This design comes from an exercise in tuning for small area, a short achievable clock period and few clock cycles per item on the open sky130 flow, not from production work.
Only simulation tests tie the RTL to the original design; equivalence was not proved.

**design/flow/config.mk**
```make
export PLATFORM = sky130hd
export DESIGN_NAME = softmax_normalizer
export DESIGN_NICKNAME = softmax_normalizer
export VERILOG_FILES = /design/flow/design.v
export SDC_FILE = /design/flow/constraint.sdc
export NUM_CORES = 4
export LEC_CHECK = 0
export CAP_MARGIN = 20
export CORE_MARGIN = 2
export CORE_UTILIZATION = 40
export SLEW_MARGIN = 20
```
**design/flow/design.v**
```verilog
package smx_pkg;
    localparam int MaxRows = 64;
    localparam int IdxW = $clog2(MaxRows);
    localparam int CntW = $clog2(MaxRows + 1);
    localparam int SumW = 23;
    typedef struct packed {
        logic load;
        logic clear;
        logic sum_start;
        logic sum_acc;
        logic emit_start;
        logic div_start;
        logic out_load;
    } smx_cmd_t;
    typedef struct packed {
        logic div_done;
        logic last_idx;
        logic out_free;
    } smx_sts_t;
    function automatic logic [16:0] pow2_lut(input logic [3:0] j);
        logic [16:0] v;
        unique case (j)
            4'd0: v = 17'd65536;   4'd1: v = 17'd62757;
            4'd2: v = 17'd60097;   4'd3: v = 17'd57549;
            4'd4: v = 17'd55109;   4'd5: v = 17'd52773;
            4'd6: v = 17'd50535;   4'd7: v = 17'd48393;
            4'd8: v = 17'd46341;   4'd9: v = 17'd44376;
            4'd10: v = 17'd42495;  4'd11: v = 17'd40693;
            4'd12: v = 17'd38968;  4'd13: v = 17'd37316;
            4'd14: v = 17'd35734;  default: v = 17'd34219;
        endcase
        pow2_lut = v;
    endfunction
endpackage
module smx_ctrl (
    input  logic              aclk,
    input  logic              aresetn,
    input  logic              in_fire,
    input  logic              in_last,
    input  smx_pkg::smx_sts_t sts,
    output logic              in_ready,
    output smx_pkg::smx_cmd_t cmd
);
    localparam logic [2:0] StLoad = 3'd0;
    localparam logic [2:0] StRead = 3'd1;
    localparam logic [2:0] StSum  = 3'd2;
    localparam logic [2:0] StEmit = 3'd3;
    localparam logic [2:0] StDiv  = 3'd4;
    localparam logic [2:0] StOut  = 3'd5;
    logic [2:0] state_reg, state_next;
    always_ff @(posedge aclk) begin
        if (!aresetn) begin
            state_reg <= StLoad;
        end else begin
            state_reg <= state_next;
        end
    end
    always_comb begin
        state_next = state_reg;
        cmd        = '0;
        in_ready   = 1'b0;
        unique case (state_reg)
            StLoad: begin
                in_ready = 1'b1;
                cmd.load = in_fire;
                if (in_fire && in_last) begin
                    state_next = StRead;
                end
            end
            StRead: begin
                cmd.sum_start = 1'b1;
                state_next    = StSum;
            end
            StSum: begin
                cmd.sum_acc = 1'b1;
                if (sts.last_idx) begin
                    state_next     = StEmit;
                    cmd.emit_start = 1'b1;
                end
            end
            StEmit: begin
                cmd.div_start = 1'b1;
                state_next    = StDiv;
            end
            StDiv: begin
                if (sts.div_done) begin
                    state_next = StOut;
                end
            end
            StOut: begin
                if (sts.out_free) begin
                    cmd.out_load = 1'b1;
                    if (sts.last_idx) begin
                        cmd.clear  = 1'b1;
                        state_next = StLoad;
                    end else begin
                        state_next = StEmit;
                    end
                end
            end
            default: state_next = StLoad;
        endcase
    end
endmodule
module smx_datapath (
    input  logic              aclk,
    input  logic              aresetn,
    input  smx_pkg::smx_cmd_t cmd,
    input  logic [15:0]       in_sample,
    output smx_pkg::smx_sts_t sts,
    output logic              m_tvalid,
    input  logic              m_tready,
    output logic [15:0]       m_prob,
    output logic              m_last,
    output logic              m_ovf
);
    localparam int IW = smx_pkg::IdxW;
    localparam int CW = smx_pkg::CntW;
    localparam int SW = smx_pkg::SumW;
    logic [15:0]   mem [smx_pkg::MaxRows];
    logic [15:0]   rd_reg;
    logic [IW-1:0] rd_addr;
    logic signed [15:0] max_reg;
    logic [CW-1:0] cnt_reg;
    logic [IW-1:0] ptr_reg;
    logic          ovf_reg;
    logic [SW-1:0] sum_reg;
    logic [24:0]   d_mul;
    logic [16:0]   t;
    logic [16:0]   e_comb;
    logic [15:0]   d;
    logic          full;
    logic [32:0] rem_reg;
    logic [32:0] quo_reg;
    logic [5:0]  it_reg;
    logic        busy_reg;
    logic        done_reg;
    logic [33:0] trial;
    logic        ov_reg;
    logic [15:0] prob_reg;
    logic        last_reg, ovf_out_reg;
    assign full = (cnt_reg == CW'(smx_pkg::MaxRows));
    assign rd_addr = cmd.sum_start ? '0 : (cmd.emit_start ? '0 : ptr_reg);
    always_ff @(posedge aclk) begin
        if (cmd.load && !full) begin
            mem[cnt_reg[IW-1:0]] <= in_sample;
        end
        rd_reg <= mem[rd_addr];
    end
    assign d     = 16'($signed({max_reg[15], max_reg}) - $signed({rd_reg[15], rd_reg}));
    assign d_mul = 25'(d) * 25'd369 + 25'd128;
    assign t     = d_mul[24:8];
    always_comb begin
        if (t[16:8] >= 9'd17) begin
            e_comb = '0;
        end else begin
            e_comb = smx_pkg::pow2_lut(t[7:4]) >> t[12:8];
        end
    end
    always_ff @(posedge aclk) begin
        if (!aresetn || cmd.clear) begin
            max_reg <= 16'sh8000;
            cnt_reg <= '0;
            ovf_reg <= 1'b0;
            ptr_reg <= '0;
            sum_reg <= '0;
        end else begin
            if (cmd.load) begin
                if (full) begin
                    ovf_reg <= 1'b1;
                end else begin
                    cnt_reg <= cnt_reg + 1'b1;
                    if ($signed(in_sample) > max_reg) begin
                        max_reg <= in_sample;
                    end
                end
            end
            if (cmd.sum_start || cmd.emit_start) begin
                ptr_reg <= IW'(1);
            end else if (cmd.sum_acc || cmd.out_load) begin
                ptr_reg <= ptr_reg + 1'b1;
            end
            if (cmd.sum_start) begin
                sum_reg <= '0;
            end else if (cmd.sum_acc) begin
                sum_reg <= sum_reg + SW'(e_comb);
            end
        end
    end
    logic [IW-1:0] cur_idx_reg;
    always_ff @(posedge aclk) begin
        if (cmd.sum_start || cmd.emit_start) begin
            cur_idx_reg <= '0;
        end else if (cmd.sum_acc) begin
            cur_idx_reg <= cur_idx_reg + 1'b1;
        end else if (cmd.out_load) begin
            cur_idx_reg <= cur_idx_reg + 1'b1;
        end
    end
    assign sts.last_idx = ({1'b0, cur_idx_reg} + 1'b1) == CW'(cnt_reg);
    assign trial = {rem_reg, quo_reg[32]} - {11'd0, sum_reg};
    always_ff @(posedge aclk) begin
        if (!aresetn) begin
            busy_reg <= 1'b0;
            done_reg <= 1'b0;
        end else if (cmd.div_start) begin
            busy_reg <= 1'b1;
            done_reg <= 1'b0;
            rem_reg  <= '0;
            quo_reg  <= {e_comb, 16'd0};
            it_reg   <= 6'd33;
        end else if (busy_reg) begin
            if (trial[33]) begin
                rem_reg <= {rem_reg[31:0], quo_reg[32]};
                quo_reg <= {quo_reg[31:0], 1'b0};
            end else begin
                rem_reg <= trial[32:0];
                quo_reg <= {quo_reg[31:0], 1'b1};
            end
            it_reg <= it_reg - 1'b1;
            if (it_reg == 6'd1) begin
                busy_reg <= 1'b0;
                done_reg <= 1'b1;
            end
        end else if (cmd.out_load) begin
            done_reg <= 1'b0;
        end
    end
    assign sts.div_done = done_reg;
    always_ff @(posedge aclk) begin
        if (!aresetn) begin
            ov_reg <= 1'b0;
        end else if (cmd.out_load) begin
            ov_reg <= 1'b1;
        end else if (m_tready) begin
            ov_reg <= 1'b0;
        end
        if (cmd.out_load) begin
            if (sum_reg == '0) begin
                prob_reg <= '0;
            end else if (quo_reg[32:16] != '0) begin
                prob_reg <= 16'hFFFF;
            end else begin
                prob_reg <= quo_reg[15:0];
            end
            last_reg    <= sts.last_idx;
            ovf_out_reg <= ovf_reg;
        end
    end
    assign sts.out_free = !ov_reg || m_tready;
    assign m_tvalid = ov_reg;
    assign m_prob   = prob_reg;
    assign m_last   = last_reg;
    assign m_ovf    = ovf_out_reg;
endmodule
module softmax_normalizer (
    input  logic        aclk,
    input  logic        aresetn,
    input  logic        s_tvalid,
    output logic        s_tready,
    input  logic [15:0] s_tdata,    
    input  logic        s_tlast,    
    output logic        m_tvalid,
    input  logic        m_tready,
    output logic [15:0] m_tdata,    
    output logic        m_tlast,    
    output logic        m_tuser     
);
    smx_pkg::smx_cmd_t cmd;
    smx_pkg::smx_sts_t sts;
    logic              in_fire;
    assign in_fire = s_tvalid && s_tready;
    smx_ctrl u_ctrl (
        .aclk     (aclk),
        .aresetn  (aresetn),
        .in_fire  (in_fire),
        .in_last  (s_tlast),
        .sts      (sts),
        .in_ready (s_tready),
        .cmd      (cmd)
    );
    smx_datapath u_dp (
        .aclk      (aclk),
        .aresetn   (aresetn),
        .cmd       (cmd),
        .in_sample (s_tdata),
        .sts       (sts),
        .m_tvalid  (m_tvalid),
        .m_tready  (m_tready),
        .m_prob    (m_tdata),
        .m_last    (m_tlast),
        .m_ovf     (m_tuser)
    );
endmodule
```
**design/flow/constraint.sdc**
```tcl
create_clock -name core_clock -period 11.0 [get_ports {aclk}]
set_input_delay 2.2000 -clock core_clock [delete_from_list [all_inputs] [get_ports {aclk}]]
set_output_delay 2.2000 -clock core_clock [all_outputs]
set_load 0.01 [all_outputs]
```
**design/flow/run.sh**
```bash
#!/bin/bash
# synth_recipe.tcl (not shown) runs the flow's synth.tcl, then flattens the netlist and writes it again
# the make line also repeats each setting of config.mk as NAME=value (left out here)
make -C /OpenROAD-flow-scripts/flow DESIGN_CONFIG=/design/flow/config.mk WORK_HOME=/design/flow/orfs CLKGATE_MAP_FILE= SYNTH_SCRIPT=/design/flow/synth_recipe.tcl finish
```
==> run summary <==
layer usage:
layer | wire length [um] | vias to the layer above
li1 | - | 16100
met3 | 10300 | 237
met4 | 5090 | 2
met5 | 18 | -
met2 | 69300 | 1300
met1 | 65200 | 17600
stage by stage:
step	utilization [%]	setup slack [ps]	cells
floorplan	-	1140	4217
global placement	42.5	299	5955
detailed placement	42.5	160	5955
CTS	45.4	27.3	6178
global route	45.6	11.5	6181
finish	45.6	614	6182
how the worst min path moves through the flow:
stage | start | to | slack [ps]
CTS | u_dp.done_reg | u_dp.done_reg | 470
detailed placement | u_dp.done_reg | u_dp.done_reg | 460
floorplan | u_dp.ovf_reg | u_dp.ovf_out_reg | 410
global placement | u_dp.done_reg | u_dp.done_reg | 470
global route | u_dp.done_reg | u_dp.done_reg | 500
finish | u_dp.done_reg | u_dp.done_reg | 470
critical path, delay by kind of cell, from the launching register on:
kind | cells | cell delay (ps)
adder cells (fa/ha/maj) | 7 | 2390
AO/OA/AOI/OAI | 23 | 4850
XOR/XNOR | 1 | 280
AND/OR/NAND/NOR | 10 | 1580
buffers and inverters | 6 | 670
flip-flops | 1 | 360
cell usage after synthesis (all sizes together) (81+ instances only):
master | count | share of area [%]
nand2 | 128 | 0.88
dfxtp | 81 | 3.0
ha | 163 | 3.7
clkbuf | 205 | 1.4
mux2i | 298 | 5.5
o22ai | 88 | 1.0
o21ai | 174 | 1.6
nor2b | 99 | 1.1
inv | 173 | 1.2
edfxtp | 1114 | 61
nor2 | 581 | 4.0
a2111oi | 118 | 1.9
a21oi | 148 | 1.4
nor3 | 118 | 1.1
kinds of logic after synthesis:
kind of cell	count (synthesis)
flip-flops	1195
AND/OR/NAND/NOR	1127
AO/OA/AOI/OAI	857
buffers and inverters	418
multiplexers	309
adder cells (fa/ha/maj)	204
XOR/XNOR	107
what timing repair did:
item,4_1_cts,5_1_grt
setup buffers,0,2
setup endpoints to repair,0,11
gates resized for setup,0,39
area by class of cell:
type / instances / area share (%)
tap: 1781 / 3.61
antenna: 1 / 0.00405
clock inverter: 80 / 1.34
clock buffer: 143 / 5.03
inverter: 175 / 1.07
sequential: 1195 / 56.8
timing repair buffer: 203 / 2.59
multi-input combinational: 2604 / 29.6
==> flow_summary.json <==
{
  "synth_compound_area_share_pct": 10.9,
  "yosys.area_share.simple_pct": 9.35,
  "cp_max_fo": 6,
  "status": "no timing/DRC/antenna violations",
  "area_delta_synth_final_pct": 13.0,
  "hpwl_um": 89200,
  "slowest_stage": "a2111oi_0",
  "grt_use_met2_pct": 33.3,
  "grt-busiest-layer": "met2",
  "rr_endpoint": "u_dp.sum_reg[17]",
  "path_clk_slew_ps": 70,
  "postCtsHoldBufs": 0,
  "maxSlewHeadroom_pct": 27.1,
  "synthXorXnorAreaFrac_pct": 1.71,
  "multi_input_area_sq_mm": 0.0183,
  "clock_latency_ps": 780,
  "ioPinCount": 41,
  "wl_per_cell_um": 24.2,
  "die_w_um": 374,
  "htreeDepth": 3,
  "layout_common_cells": "1114 x edfxtp_1, 577 x nor2_1, 297 x mux2i_1",
  "grt_use_total_pct": 21.0,
  "cts_tree": "yes",
  "async_flop_share_pct": 0,
  "num_vias": 35200,
  "hp-class": "reg2reg",
  "clockBufferDepth": 3,
  "overflow": 0,
  "cp.arrival_ps": 10920,
  "grt_pass1_wl_um": 221000,
  "die_h_um": 374,
  "finalMaxSlewViolations": 0,
  "ys_seq_elements": 1195,
  "postSynthCellCount": 4217,
  "finalSetupViolCount": 0,
  "timing.final.crit_period_ps": 10390,
  "synth-warning-count": 2,
  "grt_pass1_vias": 33600,
  "synthesis.nets": 4442,
  "muxShareOfSynthArea_pct": 5.73,
  "fin_tns_setup_ps": 0,
  "initial_core_util_pct": 40.3,
  "syn_area_per_cell_sq_um": 13.0,
  "drcViolationCount": 0,
  "end_kind": "flip-flop",
  "dieArea_sq_mm": 0.140,
  "num-fill-cells": 12200,
  "rr_worst_depth": 47,
  "grtUsageMet3_pct": 3.16,
  "numCtsBuffers": 120,
  "final_nets": 4524,
  "endpoint": "u_dp.sum_reg[17]",
  "largest_reg_flops": 1024,
  "ant_nets": 0,
  "port_buffers": 40,
  "seq_area_frac_synth_pct": 64.2,
  "synth.distinct_cells": 93,
  "synthAdderAreaFrac_pct": 5.23,
  "stdcell_area_sq_mm": 0.0618,
  "synth_top_family_by_area": "compound AO/OA/AOI/OAI gates",
  "rsz0062_at_grt": "false",
  "rows": 135,
  "max_stage_delay_ps": 670,
  "fin_crit_sh_pct": 94.4,
  "r2r_slack_ps": 610,
  "max_freq_ghz": 0.0963,
  "grt_max_degree": 129,
  "syn_area_sq_mm": 0.0547,
  "antenna_found_initial": 2,
  "numClockSinks": 1195,
  "core_region_area_sq_mm": 0.136,
  "synth_edf_count": 1114,
  "cp-startpoint": "u_dp.rd_reg[1]",
  "dr.pass1.iters": 8,
  "drive_gt1_share_pct": 9.93,
  "ys.flop_type": "edfxtp_1",
  "max_cap_viol_count": 0,
  "tightest_slew_ps": 1080,
  "holdPathStages": 2,
  "fin_hold_ws_ps": 474,
  "cts_root_buf": "clkbuf_16",
  "fin_skew_ps": 88.7,
  "r2r-start": "u_dp.rd_reg[1]",
  "grtUsageMet1_pct": 29.4,
  "worstPathRequired_ps": 11530,
  "drtIter0Drc": 3401,
  "layout.cells.most_common": "edfxtp_1",
  "wl_um": 150000,
  "place_congestion": 0.863,
  "hold_viol_final": 0,
  "path_class": "reg2reg",
  "ff_latch_area_sq_mm": 0.0351,
  "place_area_sq_mm": 0.0577,
  "start_kind": "flip-flop",
  "post_drt_via_cell_ratio": 5.70
}
Testbench counts, summed over its fixed seeds: cycles 412,894, items 10,857.

[port drivers added, routing unchanged]
Ports are ideal in the flow. The routed layout listed here was re-timed in OpenROAD. Step 1 sets driving cells, clkbuf_16 on the clock port and buf_2 on the other inputs (assumed; they add their load-dependent delay and slew). Step 2 moves the port delays by t, midway between the first and last clock arrival at a register: inputs arrive t later, outputs are due t later. That takes back most of the time a late clock gives input paths. a / b / c = ideal / step 1 / step 2; a / b = the first two.
t (ns): 0.817
setup slack, ns: 0.614 / 0.614 / 0.614
worst setup path at the end: register to register
pins driven straight from the clock port: 1
After both steps this run still meets setup and hold. For this run, drivers alone change the setup slack by 0.000 ns; drivers and shift together by 0.000 ns.
